From an optimization exercise on the open Yosys and OpenROAD flow, aimed at small area, a short achievable clock period and few clock cycles; shortcuts taken in it are not production practice. Only simulation tests tie the RTL to the original design; equivalence was not proved. Power is estimated from default activity; no workload was simulated.

cedar:
==> flow/design.v (excerpt) <==
module histogram_top (
  input  logic                             port_0_clock,
  input  logic                             rst,
  input  logic                             in_valid,
  output logic                             in_ready,
  input  logic [hist_pkg::sample_width-1:0] in_sample,
  input  logic                             cmd_valid,
  output logic                             cmd_ready,
  input  logic                             cmd_op,
  input  logic [hist_pkg::bin_width-1:0]   cmd_bin,
  output logic                             rsp_valid,
  output logic [hist_pkg::count_width-1:0] rsp_count
);
  localparam int BW = hist_pkg::bin_width;
  localparam int CW = hist_pkg::count_width;
  localparam int NB = hist_pkg::bin_count;
  function automatic logic [7:0] oct(input logic [2:0] v);
    oct = 8'b0000_0001 << v;
  endfunction
  logic [CW-1:0] mem [NB];
  logic          rdy_q;
  logic          rdy_out_q;
  logic          hold_op;
  logic [BW-1:0] hold_bin;
  logic          s0_v;
  logic          s0_smp;    
  logic          s0_clr;    
  logic [BW-1:0] s0_bin;
  logic [NB-1:0] s0_row;    
  logic          s1_smp;    
  logic          s1_wclr;   
  logic          s1_cmd;    
  logic [BW-1:0] s1_bin;
  logic [CW-1:0] s1_rd_a;   
  ...
clock: 5.0 ns
lec_check: 0
cap_margin: 20
core_margin: 2
core_utilization: 60
cts_cluster_diameter: 100
cts_cluster_size: 25
setup_slack_margin: 3.0
slew_margin: 20
tns_end_percent: 30
run.sh (not shown) runs the stock make flow with config.mk's settings and CLKGATE_MAP_FILE= SYNTH_SCRIPT=/design/flow/synth_recipe.tcl, a recipe that flattens the netlist after the stock synthesis.
Testbench counts of cedar, summed over its fixed seeds: cycles 23,385.
Inputs modified between cedar and quartz:
- SETUP_SLACK_MARGIN now 2.8, was 3.0
- TNS_END_PERCENT now 100, was 30
--- outcome ---
Looking at capture point of the worst path, the s1_rd_b[8]$_DFF_P_ result is from quartz; the s1_fd[14]$_SDFF_PP0_ one comes from cedar.
Lower core utilization goes to quartz over cedar.
Sort quartz and cedar by initial antenna violation count asc -> top: quartz
On sequential cell area in the final layout, quartz and cedar are basically level.
Compared cedar against quartz; clock-cell share of area within noise.
The non-clock buffer count of quartz falls short of that of cedar by 25.
The run showing the smaller combinational share of power is cedar.
Across both runs, total power of the final layout was lower for quartz than for cedar.
[quartz] fraction of area in multi-input gates fell 0.43 points relative to cedar
Against cedar, quartz reports a smallest setup slack after layout that is lower.
Comparing quartz and cedar, the lower sequential share of layout area was measured on cedar.
The following lists how juniper was set up differently from quartz:
- swapping 100 for 30 in TNS_END_PERCENT
- swapping 2.8 for 3.0 in SETUP_SLACK_MARGIN
- swapping 100 for 120 in CTS_CLUSTER_DIAMETER
- swapping 25 for 30 in CTS_CLUSTER_SIZE
### Flow results
- juniper finished end to end and its layout was clean on timing, DRC and antenna.
- On juniper: number of clock buffers inserted by TritonCTS is about 15% lower than what quartz gave.
- juniper against quartz; total wirelength of the detailed-routed design is up slightly.
- In the final design statistics, juniper uses more standard cells in total than quartz.
- Fmax (juniper vs. quartz) increases by a few percent
- Taking quartz over juniper, the clock buffer count in the final layout ratio works out to 1.16.
- Re part of the cycle the worst path needs: quartz was higher than juniper.
- Proportion of power drawn by combinational gates sits higher in juniper than in quartz.
What harbor does differently from juniper at the input level:
- TNS_END_PERCENT now 100, was 30
- SETUP_SLACK_MARGIN now 2.9, was 3.0
- CTS_CLUSTER_SIZE now 25, was 30
- CTS_CLUSTER_DIAMETER now 100, was 120
harbor vs juniper: worst slew slack as a fraction of its limit up in harbor
Summary of harbor over juniper: worst setup slack lower, post-placement cell area roughly the same, share of the clock period used by the worst path after layout higher, count of inserted antenna diode cells lower.

---

histogram_top, a different RTL version from the one above (not shown whole).
For scale: ~2300 cells after synthesis, roughly 1200 flip-flops, ~42 I/O pins, ~43000 µm² of cells after synthesis.
==> flow/design.v (excerpt) <==
module histogram_top (
  input  logic                             port_0_clock,
  input  logic                             rst,
  input  logic                             in_valid,
  output logic                             in_ready,
  input  logic [hist_pkg::sample_width-1:0] in_sample,
  input  logic                             cmd_valid,
  output logic                             cmd_ready,
  input  logic                             cmd_op,
  input  logic [hist_pkg::bin_width-1:0]   cmd_bin,
  output logic                             rsp_valid,
  output logic [hist_pkg::count_width-1:0] rsp_count
);
clock: 5.0 ns
lec_check: 0
cap_margin: 20
core_margin: 2
core_utilization: 60
cts_cluster_diameter: 100
cts_cluster_size: 25
setup_slack_margin: 2.9
slew_margin: 20
tns_end_percent: 15
Testbench counts at the start, summed over its fixed seeds: cycles 23,385.
Change:
--- a/flow/config.mk
+++ b/flow/config.mk
@@ -10 +10 @@
-export CORE_UTILIZATION = 60
+export CORE_UTILIZATION = 75
@@ -15 +15 @@
-export TNS_END_PERCENT = 15
+export TNS_END_PERCENT = 0
Result: Design area fell by 5.8%; first-iteration DRC count rose by 7.0%; clock power fell by about 3%; setup slack degrades by 0.29 ns; count of clock-buffer cells in the layout fell by 3; area after synthesis stays the same; via count fell by 0.60%; die area fell by 20%.

---

wip/zinc:
The RTL this note starts from:
==> flow/design.v <==
package hist_pkg;
  localparam int sample_width = 12;
  localparam int bin_count = 64;
  localparam int bin_width = 6;
  localparam int count_width = 16;
  localparam logic [count_width-1:0] count_max = {count_width{1'b1}};
  typedef enum logic {
    op_clear = 1'b0,
    op_read  = 1'b1
  } hist_op_e;
  typedef enum logic [2:0] {
    st_run     = 3'd0,
    st_drain   = 3'd1,
    st_clear   = 3'd2,
    st_read    = 3'd3,
    st_respond = 3'd4
  } ctrl_state_e;
endpackage
`timescale 1ns/1ps
module histogram_top (
  input  logic                             port_0_clock,
  input  logic                             rst,
  input  logic                             in_valid,
  output logic                             in_ready,
  input  logic [hist_pkg::sample_width-1:0] in_sample,
  input  logic                             cmd_valid,
  output logic                             cmd_ready,
  input  logic                             cmd_op,
  input  logic [hist_pkg::bin_width-1:0]   cmd_bin,
  output logic                             rsp_valid,
  output logic [hist_pkg::count_width-1:0] rsp_count
);
  localparam int BW = hist_pkg::bin_width;
  localparam int CW = hist_pkg::count_width;
  localparam int NB = hist_pkg::bin_count;
  function automatic logic [7:0] oct(input logic [2:0] v);
    oct = 8'b0000_0001 << v;
  endfunction
  logic [CW-1:0] mem [NB];
  logic          rdy_q;
  logic          rdy_out_q;
  logic          hold_op;
  logic [BW-1:0] hold_bin;
  logic          s0_v;
  logic          s0_smp;    
  logic          s0_clr;    
  logic [BW-1:0] s0_bin;
  logic [NB-1:0] s0_row;    
  logic          s1_smp;    
  logic          s1_wclr;   
  logic          s1_cmd;    
  logic [BW-1:0] s1_bin;
  logic [CW-1:0] s1_rd_a;   
  logic [CW-1:0] s1_rd_b;   
  logic          s1_fsel;   
  logic [CW-1:0] s1_fd;     
  logic [CW-1:0] s1_rdj;    
  logic [CW-1:0] s1_old;
  logic [CW-1:0] s1_new;
  logic          s2_wclr;
  logic [7:0]    s2_hi;     
  logic [7:0]    s2_lo;     
  logic [CW-1:0] s2_data;
  logic          acc_in;
  logic          acc_cmd;
  logic [BW-1:0] nxt_bin;
  logic [CW-1:0] rd_a;
  logic [CW-1:0] rd_b;
  logic          s0_isclr;
  logic          hit1;
  logic          hit2;
  assign in_ready  = rdy_out_q;
  assign cmd_ready = rdy_out_q;
  assign acc_in  = in_valid && rdy_q;
  assign acc_cmd = cmd_valid && rdy_q;
  always_ff @(posedge port_0_clock) begin
    if (rst) begin
      rdy_q <= 1'b1;
      rdy_out_q <= 1'b1;
      s0_v <= 1'b0;
    end else begin
      rdy_q <= !(acc_in && acc_cmd);
      rdy_out_q <= !(acc_in && acc_cmd);
      s0_v <= !rdy_q || acc_in || acc_cmd;
    end
  end
  always_comb begin
    if (!rdy_q) begin
      nxt_bin = hold_bin;
    end else if (acc_in) begin
      nxt_bin = in_sample[hist_pkg::sample_width-1 -: BW];
    end else begin
      nxt_bin = cmd_bin;
    end
  end
  always_ff @(posedge port_0_clock) begin
    if (acc_cmd) begin
      hold_op <= cmd_op;
      hold_bin <= cmd_bin;
    end
    if (!rdy_q) begin
      s0_smp <= 1'b0;
      s0_clr <= !hold_op;
    end else if (acc_in) begin
      s0_smp <= 1'b1;
      s0_clr <= 1'b0;
    end else begin
      s0_smp <= 1'b0;
      s0_clr <= !cmd_op;
    end
    s0_bin <= nxt_bin;
    s0_row <= NB'(1) << nxt_bin;
  end
  always_comb begin
    rd_a = '0;
    rd_b = '0;
    for (int r = 0; r < NB/2; r++) begin
      rd_a = rd_a | (mem[r] & {CW{s0_row[r]}});
      rd_b = rd_b | (mem[NB/2+r] & {CW{s0_row[NB/2+r]}});
    end
  end
  assign s0_isclr = !s0_smp && s0_clr;
  assign hit1 = s1_smp && (s1_bin == s0_bin);
  assign hit2 = |(s2_hi & oct(s0_bin[5:3])) && |(s2_lo & oct(s0_bin[2:0]));
  always_ff @(posedge port_0_clock) begin
    if (rst) begin
      s1_smp <= 1'b0;
      s1_wclr <= 1'b0;
      s1_cmd <= 1'b0;
    end else begin
      s1_smp <= s0_v && s0_smp;
      s1_wclr <= s0_v && s0_isclr;
      s1_cmd <= s0_v && !s0_smp;
    end
  end
  always_ff @(posedge port_0_clock) begin
    s1_bin <= s0_bin;
    s1_rd_a <= rd_a;
    s1_rd_b <= rd_b;
    s1_fsel <= s0_isclr || s1_wclr || hit1 || s2_wclr || hit2;
    if (s0_isclr || s1_wclr) begin
      s1_fd <= '0;
    end else if (hit1) begin
      s1_fd <= s1_new;
    end else if (s2_wclr) begin
      s1_fd <= '0;
    end else begin
      s1_fd <= s2_data;
    end
  end
  function automatic logic [CW-1:0] sat_inc(input logic [CW-1:0] v);
    sat_inc = (&v) ? v : v + 1'b1;
  endfunction
  assign s1_rdj = s1_rd_a | s1_rd_b;
  assign s1_old = s1_fsel ? s1_fd : s1_rdj;
  assign s1_new = s1_fsel ? sat_inc(s1_fd) : sat_inc(s1_rdj);
  always_ff @(posedge port_0_clock) begin
    if (rst) begin
      s2_wclr <= 1'b0;
      s2_hi <= '0;
      rsp_valid <= 1'b0;
    end else begin
      s2_wclr <= s1_wclr;
      s2_hi <= s1_smp ? oct(s1_bin[5:3]) : '0;
      rsp_valid <= s1_cmd;
    end
  end
  always_ff @(posedge port_0_clock) begin
    s2_lo <= oct(s1_bin[2:0]);
    s2_data <= s1_wclr ? '0 : s1_new;
    rsp_count <= s1_old;
  end
  for (genvar b = 0; b < NB; b++) begin : g_bin
    logic we;
    assign we = s2_wclr || (s2_hi[b/8] && s2_lo[b%8]);
    always_ff @(posedge port_0_clock) begin
      if (we) begin
        mem[b] <= s2_data;
      end
    end
  end
endmodule
==> flow/config.mk <==
export PLATFORM = sky130hd
export DESIGN_NAME = histogram_top
export DESIGN_NICKNAME = histogram_top
export VERILOG_FILES = /design/flow/design.v
export SDC_FILE = /design/flow/constraint.sdc
export NUM_CORES = 4
export LEC_CHECK = 0
export CAP_MARGIN = 40
export CORE_MARGIN = 2
export CORE_UTILIZATION = 60
export CTS_CLUSTER_DIAMETER = 100
export CTS_CLUSTER_SIZE = 25
export SETUP_SLACK_MARGIN = 3.0
export SLEW_MARGIN = 60
export TNS_END_PERCENT = 30
==> flow/constraint.sdc <==
create_clock -name core_clock -period 5.0 [get_ports {port_0_clock}]
set_input_delay 1.0000 -clock core_clock [delete_from_list [all_inputs] [get_ports {port_0_clock}]]
set_output_delay 1.0000 -clock core_clock [all_outputs]
set_load 0.01 [all_outputs]
wip/zinc: PASS, flow complete, no timing, DRC or antenna violations
Testbench counts of wip/zinc, summed over its fixed seeds: cycles 23,385.
Input changes introduced in wip/nickel (baseline for comparison: wip/zinc):
- a change of SLEW_MARGIN from 60 to 35
==> comparison <==
Per the comparison of wip/nickel with wip/zinc, register-to-register slack lower; average detailed-routed wire length per instance roughly the same; clock network power higher.
Buffer share of cell area delta for wip/nickel relative to wip/zinc: 0.21 points lower
There was hardly any difference in leakage power of the design between wip/nickel and wip/zinc.
Final critical-path share of the clock period, wip/zinc and wip/nickel: smaller value in wip/zinc
Cell area | wip/nickel vs wip/zinc | wip/nickel smaller
Run comparison: wip/nickel startpoint of the worst setup timing path s0_row[55]; wip/zinc startpoint of the worst setup timing path rdy_out_q
Buffer count excluding the clock tree in the final layout, wip/zinc and wip/nickel, higher one = wip/nickel.
wip/nickel vs. wip/zinc: wire length reported by the detailed router held, final total power fell by 0.31%.
--- input diff wip/nickel..wip/onyx ---
- SLEW_MARGIN: 35 -> 45
--- outcome ---
Summary — number of stages on the worst setup path, wip/onyx relative to wip/nickel: lower, by 4. Looking at setup slack at placement across both flows, wip/onyx is the stronger of the two, with wip/nickel trailing. wip/nickel and wip/onyx ended up with roughly the same filler-free cell count of the finished design. The area after detailed placement on wip/onyx is in line with that on wip/nickel. On sum of internal, switching and leakage power, wip/onyx and wip/nickel are neck and neck. Sort wip/onyx and wip/nickel by buffers inserted during post-CTS setup optimization desc -> top: wip/nickel.
Modified inputs, wip/yarrow compared to wip/onyx
- CORE_UTILIZATION now 65, was 60
==> results.txt <==
In wip/yarrow the met1 routed wirelength after detailed routing turned out 6.8% lower than in wip/onyx.
Compared with wip/onyx, count of buffers not belonging to the clock network in the layout in wip/yarrow increased by a little under 10%.
Compared with wip/onyx, wip/yarrow shows a lower number of standard-cell rows in the floorplan.
Sort wip/yarrow and wip/onyx by global-route usage over all layers asc -> top: wip/onyx
Final area delta (wip/onyx -> wip/yarrow): insignificant
Here is what was changed in the inputs of wip/amber compared with wip/yarrow.
- CORE_UTILIZATION now 60, was 65
- SLEW_MARGIN now 50, was 45
Findings:
wip/amber: no failed stages, no open violations at the end. Comparing wip/yarrow with wip/amber, the sum of internal, switching and leakage power came out essentially unchanged. Routed wire length of wip/amber exceeds that of wip/yarrow slightly. The sequential share of power in wip/amber was lower than what wip/yarrow gave. Looking only at wire length of the first global-routing pass, and setting everything else aside, the higher value of wip/amber and wip/yarrow goes to wip/amber.

port drivers added, routing unchanged:
In the flow no input, the clock included, has a driving cell. The finished layouts below were timed again as built, in two steps.
Step 1: set_driving_cell puts a clkbuf_16 on port_0_clock and a buf_2 on each other input, an assumption about the parent block.
Step 2, shift: input delay + t, output delay - t, t = (earliest + latest rising clock arrival at the registers) / 2. This alone moves slack from input paths to output paths.
a / b / c = ideal / step 1 / step 2; a / b = the first two.
run	t (ns)	setup slack, ns	pins driven straight from the clock port
cedar	0.724	2.797 / 2.787 / 2.308	1
quartz	0.729	2.740 / 2.740 / 2.265	1
juniper	0.710	2.787 / 2.787 / 2.315	1
harbor	0.724	2.735 / 2.667 / 2.428	1
the first run of note 2	0.726	2.626 / 2.626 / 2.287	1
the second run of note 2	0.738	2.338 / 2.338 / 2.128	1
wip/zinc	0.722	2.880 / 2.808 / 2.313	1
wip/nickel	0.718	2.836 / 2.817 / 2.337	1
wip/onyx	0.722	2.874 / 2.805 / 2.313	1
wip/yarrow	0.726	2.861 / 2.790 / 2.291	1
wip/amber	0.712	2.870 / 2.810 / 2.329	1
After both steps setup and hold are still met in every run listed. The setup slack of wip/yarrow, which loses most, moves by -0.071 ns with the drivers and by -0.570 ns with both steps.
